Background: an optimization exercise with open tools, aiming at small area, a short achievable clock period and few clock cycles. Do not read the settings as production practice.
At most, simulation tests tie the RTL to the original design; equivalence was not proved.
Power and IR drop assume default switching activity.

job 1045:
// cpu16_top
module cpu16_top (
	input  logic        CLK,
	input  logic        rst_n,
	input  logic        imem_ack,
	input  logic [15:0] imem_data,
	input  logic        dmem_ack,
	input  logic [15:0] dmem_rdata,
	output logic        imem_req,
	output logic [15:0] imem_addr,
	output logic        dmem_req,
	output logic [32:0] dmem_cmd,
	output logic        halted
);
Size in the first run: about 2,500 cells after synthesis, roughly 360 flip-flops, roughly 88 I/O pins.
==> flow/config.mk <==
export PLATFORM = sky130hd
export DESIGN_NAME = cpu16_top
export DESIGN_NICKNAME = cpu16_top
export VERILOG_FILES = /design/flow/design.v
export SDC_FILE = /design/flow/constraint.sdc
export NUM_CORES = 4
export LEC_CHECK = 0
export ABC_AREA = 1
export CAP_MARGIN = 20
export CORE_MARGIN = 2
export CORE_UTILIZATION = 40
export SETUP_SLACK_MARGIN = 3.5
export SLEW_MARGIN = 20
==> flow/constraint.sdc <==
create_clock -name core_clock -period 6.5 [get_ports {CLK}]
set_input_delay 1.3000 -clock core_clock [delete_from_list [all_inputs] [get_ports {CLK}]]
set_output_delay 1.3000 -clock core_clock [all_outputs]
set_load 0.01 [all_outputs]
standard.sh (not shown) runs the stock make flow with config.mk's settings and CLKGATE_MAP_FILE= SYNTH_SCRIPT=/design/flow/synth_recipe.tcl, a recipe that flattens the netlist after the stock synthesis.
==> flow/flow/run.sh <==
#!/bin/bash
set -e
export BUFFER_PORTS_ARGS="-buffer_cell sky130_fd_sc_hd__buf_2"
bash standard.sh > standard.log 2>&1
Per the final summary, job 1045 finished and its layout is clean on timing, DRC and antenna.
Testbench counts of job 1045, summed over its fixed seeds: cycles 42,776.
Here is what was changed in the inputs of job 7299 compared with job 1045.
--- a/flow/design.v
+++ b/flow/design.v
@@ -50,20 +50,18 @@
 	logic [15:0] fa;        
 	logic [3:0]  flags;     
 	logic [15:0] res_q;     
 	logic        c_q;       
 	logic        wr_q;      
 	logic        dm_pend;   
 	logic        halted_r;
 	logic        tk_abs;    
 	logic        tk_rel;    
-	logic        fr_q;      
-	logic        fw_q;      
 	logic [15:0] regs [16];
 	logic x_halt;   
 	logic x_mem;    
 	logic x_ld;     
 	logic x_wr;     
 	logic x_alu;    
 	logic x_xw;     
 	logic x_lw;     
 	logic x_arith, x_sub, x_and, x_or, x_xor, x_shl, x_shr, x_mov;
@@ -131,37 +129,29 @@
 	assign sum      = {1'b0, a} + {1'b0, b} + {16'd0, x_sub};
 	assign shr_wide = {a, 1'b0} >> b[3:0];
 	always_comb
 		for (int i = 0; i < 16; i++)
 			sh_rev[i] = shr_wide[16-i];
 	assign alu_res = ({16{x_mov}} & b) | ({16{x_arith}} & sum[15:0]) |
 		({16{x_and}} & (a & b)) | ({16{x_or}} & (a | b)) | ({16{x_xor}} & (a ^ b)) |
 		({16{x_shl}} & sh_rev) | ({16{x_shr}} & shr_wide[16:1]);
 	assign alu_c   = (x_arith && (sum[16] ^ x_sub)) || ((x_shl || x_shr) && shr_wide[0]);
-	logic ph_n, halted_n, dm_pend_n;
-	assign ph_n      = f_acc ? 1'b1 : (x_go ? 1'b0 : ph);
-	assign halted_n  = halted_r || (x_go && x_halt);
-	assign dm_pend_n = (x_go && x_mem) ? 1'b1 : (dmem_ack ? 1'b0 : dm_pend);
 	always_ff @(posedge CLK) begin
 		if (!rst_n) begin
 			ph       <= 1'b0;
 			fa       <= 16'h0000;
 			flags    <= '0;
 			wr_q     <= 1'b0;
 			dm_pend  <= 1'b0;
 			halted_r <= 1'b0;
 			tk_abs   <= 1'b0;
 			tk_rel   <= 1'b0;
-			fr_q     <= 1'b1;
-			fw_q     <= 1'b0;
 		end else begin
-			fr_q <= ph_n == 1'b0 && !halted_n;
-			fw_q <= ph_n == 1'b0 && !halted_n && dm_pend_n;
 			wr_q  <= x_go && x_wr;
 			flags <= flags_n;
 			if (f_acc) begin
 				ph     <= 1'b1;
 				fa     <= fa_inc;
 				tk_abs <= d_taken && !imem_data[10];
 				tk_rel <= d_taken && imem_data[10];
 			end
 			if (x_go) begin
@@ -200,15 +190,14 @@
 			x_and   <= d_alu && (d_aluf == 4'b0011);
 			x_or    <= d_alu && (d_aluf == 4'b0100);
 			x_xor   <= d_alu && (d_aluf == 4'b0101);
 			x_shl   <= d_shl;
 			x_shr   <= d_alu && (d_aluf == 4'b0111);
 			x_mov   <= d_ldi || (d_alu && (d_aluf[3] || (d_aluf[2:0] == 3'b000)));
 		end
 	end
 	assign halted    = halted_r || (ph && !dm_pend && x_halt);
-	assign imem_req  = (ph && !halted_r && !dm_pend && !x_halt && !tk_rel) ||
-		(fr_q && !imem_ack) || (fw_q && !dmem_ack);
+	assign imem_req  = !halted_r && (ph ? (!dm_pend && !x_halt && !tk_rel) : (!imem_ack || dm_wait));
 	assign imem_addr = tk_abs ? b : fa;
 	assign dmem_req  = (ph && !dm_pend && x_mem) || dm_wait;
 	assign dmem_cmd  = {ir[10], b, a};
 endmodule
Findings:
The die area of job 7299 and that of job 1045 are within noise of each other.
Share of the final layout cell area in sequential cells for job 7299 is lower than for job 1045.
Changes observed in job 7299 relative to job 1045: final worst-path cycle share moved up, met3 usage in global routing moved up.
The area added between synthesis and finish in job 7299 sits 3.7 points above the value recorded for job 1045.
The multiplexer share of the synthesized area of job 7299 and that of job 1045 are within noise of each other.
Job 1045 and job 7299 ended up with roughly the same instance area at placement.
Diff job 1045 -> job 7299 | clock power | increase of about 12%
Measured against each other, job 7299 and job 1045 differ in number of non-clock inverters in the layout, the higher figure coming from job 7299.
Side by side, clock period minus final worst setup slack turned out higher in job 7299 than in job 1045.
Delta (job 7299 minus job 1045): power density of the placed cells increased about 5%; total iterations of the first detailed-routing run essentially unchanged.
Between job 7299 and job 1045, fmax is lower for job 7299, job 1045 comes in above that.
Testbench counts of job 7299, summed over its fixed seeds: cycles 42,776.

---

Setup of run 1:
The RTL this note starts from:
==> flow/design.v <==
package cpu16_pkg;
	typedef logic [16-1:0]        word_t;     
	typedef logic [$clog2(16)-1:0]  reg_idx_t;  
	typedef logic [3:0]                      flags_t;    
	typedef enum logic [1:0] {
		PH_FETCH   = 2'd0,  
		PH_DECODE  = 2'd1,  
		PH_EXECUTE = 2'd2,  
		PH_COMMIT  = 2'd3   
	} phase_t;
	typedef struct packed {
		logic [1:0] group;      
		logic [2:0] alu_op;     
		logic       const_arg;  
		reg_idx_t   ra;         
		reg_idx_t   rb;         
		logic [3:0] imm;        
		logic       ld;         
		logic       st;         
		logic       ldi;        
		logic [1:0] incdec;     
		logic       jump;       
		logic       rel;        
		logic       halt;       
	} ctrl_t;
	typedef struct packed {
		logic  write;  
		word_t addr;
		word_t wdata;
	} mem_req_t;
endpackage
`timescale 1ns/100ps
module cpu16_top (
	input  logic        CLK,
	input  logic        rst_n,
	input  logic        imem_ack,
	input  logic [15:0] imem_data,
	input  logic        dmem_ack,
	input  logic [15:0] dmem_rdata,
	output logic        imem_req,
	output logic [15:0] imem_addr,
	output logic        dmem_req,
	output logic [32:0] dmem_cmd,
	output logic        halted
);
	logic        ph;        
	logic [15:0] ir;        
	logic [15:0] a;         
	logic [15:0] b;         
	logic [15:0] fa;        
	logic [3:0]  flags;     
	logic        dm_pend;   
	logic        halted_r;
	logic [15:0] regs [16];
	logic [1:0] grp;
	logic       is_halt, is_ldi, is_mem, is_ld, is_jmp, is_alu, incdec;
	assign grp     = ir[15:14];
	assign is_halt = (grp == 2'b00) && (ir[13:11] == 3'b001);
	assign is_ldi  = (grp == 2'b01) && (ir[9:8] == 2'b01);
	assign is_mem  = (grp == 2'b01) && (ir[9:8] != 2'b01);
	assign is_ld   = is_mem && !ir[10];
	assign is_jmp  = (grp == 2'b10);
	assign is_alu  = (grp == 2'b11);
	assign incdec  = ir[13] ^ ir[12];
	logic dm_wait, f_acc, x_go;
	assign dm_wait = dm_pend && !dmem_ack;
	assign f_acc   = !ph && imem_ack && !dm_wait;
	assign x_go    = ph && !dm_pend;
	logic [15:0] rda, rdb;
	assign rda = regs[imem_data[7:4]];
	assign rdb = regs[imem_data[3:0]];
	logic [15:0] incval;
	assign incval = ir[13] ? b - 16'd1 : b + 16'd1;
	logic [15:0] a_val, b_val, alu_res;
	logic [16:0] alu_wide, shr_wide;
	logic [2:0]  alu_op;
	assign a_val    = a;
	assign b_val    = ir[8] ? {12'd0, ir[3:0]} : b;
	assign alu_op   = ir[13] ? 3'd0 : ir[12:10];
	logic        is_shl;
	logic [15:0] sh_in, sh_rev;
	assign is_shl = (alu_op == 3'd6);
	always_comb
		for (int i = 0; i < 16; i++) begin
			sh_in[i]  = is_shl ? a_val[15-i] : a_val[i];
			sh_rev[i] = shr_wide[16-i];
		end
	assign shr_wide = {sh_in, 1'b0} >> b_val[3:0];
	always_comb begin
		alu_wide = {1'b0, b_val};
		case (alu_op)
			3'd0: alu_wide = {1'b0, b_val};
			3'd1: alu_wide = {1'b0, a_val} + {1'b0, b_val};
			3'd2: alu_wide = {1'b0, a_val} - {1'b0, b_val};
			3'd3: alu_wide = {1'b0, a_val & b_val};
			3'd4:  alu_wide = {1'b0, a_val | b_val};
			3'd5: alu_wide = {1'b0, a_val ^ b_val};
			3'd6: alu_wide = {shr_wide[0], sh_rev};
			3'd7: alu_wide = {shr_wide[0], shr_wide[16:1]};
		endcase
	end
	assign alu_res = alu_wide[15:0];
	logic [15:0] pcn, npc;
	logic        fsel, taken;
	assign pcn = fa + 16'd1;
	always_comb begin
		case (ir[9:8])
			2'b00:   fsel = flags[3];
			2'b01:   fsel = flags[2];
			2'b10:   fsel = flags[1];
			default: fsel = flags[0];
		endcase
	end
	assign taken = is_jmp && (ir[13] ? (ir[12] ? fsel : !fsel) : 1'b1);
	assign npc   = taken ? (ir[10] ? pcn + b : b) : pcn;
	logic        xw, lw, we;
	logic [3:0]  waddr;
	logic [15:0] wdata, lw_data;
	logic [3:0]  lw_addr;
	assign xw      = x_go && (is_alu || is_ldi || (is_ld && incdec));
	assign lw      = dm_pend && dmem_ack &&
		(is_ld ? !(incdec && (ir[7:4] == ir[3:0])) : incdec);
	assign lw_addr = is_ld ? ir[7:4] : ir[3:0];
	assign lw_data = is_ld ? dmem_rdata : incval;
	assign we      = xw || lw;
	assign waddr   = lw ? lw_addr : (is_ld ? ir[3:0] : ir[7:4]);
	assign wdata   = lw ? lw_data : (is_alu ? alu_res : (is_ldi ? {12'd0, ir[3:0]} : incval));
	logic [15:0] rf_d, rf_en;
	assign rf_d = rst_n ? wdata : 16'd0;
	always_comb
		for (int i = 0; i < 16; i++)
			rf_en[i] = !rst_n || (we && waddr == 4'(i));
	always_ff @(posedge CLK)
		for (int i = 0; i < 16; i++)
			if (rf_en[i])
				regs[i] <= rf_d;
	always_ff @(posedge CLK) begin
		if (!rst_n) begin
			ph       <= 1'b0;
			fa       <= 16'h0000;
			flags    <= '0;
			dm_pend  <= 1'b0;
			halted_r <= 1'b0;
		end else begin
			if (f_acc)
				ph <= 1'b1;
			if (x_go) begin
				ph <= 1'b0;
				fa <= npc;
				if (is_alu)
					flags <= {alu_wide[16], alu_res == 16'd0, ~^alu_res, alu_res[15]};
				if (is_halt)
					halted_r <= 1'b1;
			end
			if (x_go && is_mem)
				dm_pend <= 1'b1;
			else if (dmem_ack)
				dm_pend <= 1'b0;
		end
	end
	always_ff @(posedge CLK) begin
		if (f_acc) begin
			ir <= imem_data;
			a  <= (lw && lw_addr == imem_data[7:4]) ? lw_data : rda;
			b  <= (lw && lw_addr == imem_data[3:0]) ? lw_data : rdb;
		end
	end
	assign halted    = halted_r || (x_go && is_halt);
	assign imem_req  = !halted_r && (ph ? (x_go && !is_halt) : (!imem_ack || dm_wait));
	assign imem_addr = ph ? npc : fa;
	assign dmem_req  = (x_go && is_mem) || dm_wait;
	assign dmem_cmd  = {ir[10], b, a};
endmodule
make LEC_CHECK=0 CAP_MARGIN=20 CORE_MARGIN=2 CORE_UTILIZATION=40 SLEW_MARGIN=20 finish   # period 6.5 ns
run.sh (not shown) runs the stock make flow with config.mk's settings and CLKGATE_MAP_FILE= SYNTH_SCRIPT=/design/flow/synth_recipe.tcl, a recipe that flattens the netlist after the stock synthesis.
Stock flow here: none of the scripts above is used.
The final layout from run 1, which completed every stage, passed the timing, design-rule and antenna checks at the end of the flow.
Here is what was changed in the inputs of run 3 compared with run 1.
--- a/flow/design.v
+++ b/flow/design.v
@@ -77,15 +77,7 @@
 	assign a_val    = a;
 	assign b_val    = ir[8] ? {12'd0, ir[3:0]} : b;
 	assign alu_op   = ir[13] ? 3'd0 : ir[12:10];
-	logic        is_shl;
-	logic [15:0] sh_in, sh_rev;
-	assign is_shl = (alu_op == 3'd6);
-	always_comb
-		for (int i = 0; i < 16; i++) begin
-			sh_in[i]  = is_shl ? a_val[15-i] : a_val[i];
-			sh_rev[i] = shr_wide[16-i];
-		end
-	assign shr_wide = {sh_in, 1'b0} >> b_val[3:0];
+	assign shr_wide = {a_val, 1'b0} >> b_val[3:0];
 	always_comb begin
 		alu_wide = {1'b0, b_val};
 		case (alu_op)
@@ -95,7 +87,7 @@
 			3'd3: alu_wide = {1'b0, a_val & b_val};
 			3'd4:  alu_wide = {1'b0, a_val | b_val};
 			3'd5: alu_wide = {1'b0, a_val ^ b_val};
-			3'd6: alu_wide = {shr_wide[0], sh_rev};
+			3'd6: alu_wide = {1'b0, a_val} << b_val[3:0];
 			3'd7: alu_wide = {shr_wide[0], shr_wide[16:1]};
 		endcase
 	end
@@ -125,15 +117,14 @@
 	assign we      = xw || lw;
 	assign waddr   = lw ? lw_addr : (is_ld ? ir[3:0] : ir[7:4]);
 	assign wdata   = lw ? lw_data : (is_alu ? alu_res : (is_ldi ? {12'd0, ir[3:0]} : incval));
-	logic [15:0] rf_d, rf_en;
-	assign rf_d = rst_n ? wdata : 16'd0;
-	always_comb
-		for (int i = 0; i < 16; i++)
-			rf_en[i] = !rst_n || (we && waddr == 4'(i));
-	always_ff @(posedge CLK)
-		for (int i = 0; i < 16; i++)
-			if (rf_en[i])
-				regs[i] <= rf_d;
+	always_ff @(posedge CLK) begin
+		if (!rst_n) begin
+			for (int i = 0; i < 16; i++)
+				regs[i] <= '0;
+		end else if (we) begin
+			regs[waddr] <= wdata;
+		end
+	end
 	always_ff @(posedge CLK) begin
 		if (!rst_n) begin
 			ph       <= 1'b0;
--- outcome ---
- Run 3 ran to completion and came out clean on the timing, design-rule and antenna checks.
- Compared with run 1, run 3 shows count of mapped cells out of synthesis higher by about 10%.
- In run 3, the utilization after layout came out 2.0 points below the value in run 1.
- Per the comparison of run 3 with run 1, period utilization now sits at about the same level, area growth from synthesis to final layout now smaller, area of the multi-input gates now sits higher, non-clock buffer count dropped 17, maximum clock skew at final layout now larger.
- Run 3 vs run 1, power density over the cells went down by 44 nW/um^2.
Function was not checked in any run of this note: the RTL went through the layout flow alone.

==> port drivers added, routing unchanged <==
In the flow no input, the clock included, has a driving cell. The finished layouts below were timed again as built, in two steps.
Step 1: set_driving_cell puts a clkbuf_16 on CLK and a buf_2 on each other input, an assumption about the parent block.
Step 2 adds t to the input delays and takes it off the output delays; t is the mean of the earliest and latest rising clock arrival at the registers after step 1. Input paths then give back, and output paths get back, about the clock's delay inside the block.
Slacks: no drivers / after step 1 / after step 2; pairs: no drivers / after step 1.
run	shift t [ns]	setup WS [ns]	hold WS [ns]	worst setup path at the end	cell pins on the clock port's net
job 1045	0.619	3.368 / 3.327 / 2.897	0.480 / 0.480 / 0.480	input to register	1
job 7299	0.628	3.289 / 3.230 / 2.887	0.490 / 0.490 / 0.490	input to register	1
run 1	0.607	0.488 / 0.432 / 1.039	0.458 / 0.458 / 0.458	register to output	1
run 3	0.623	0.489 / 0.434 / 0.752	0.463 / 0.463 / 0.463	register to register	1
After both steps every run listed still meets setup and hold. For job 1045, which loses most, drivers alone change the setup slack by -0.041 ns; drivers and shift together by -0.471 ns.
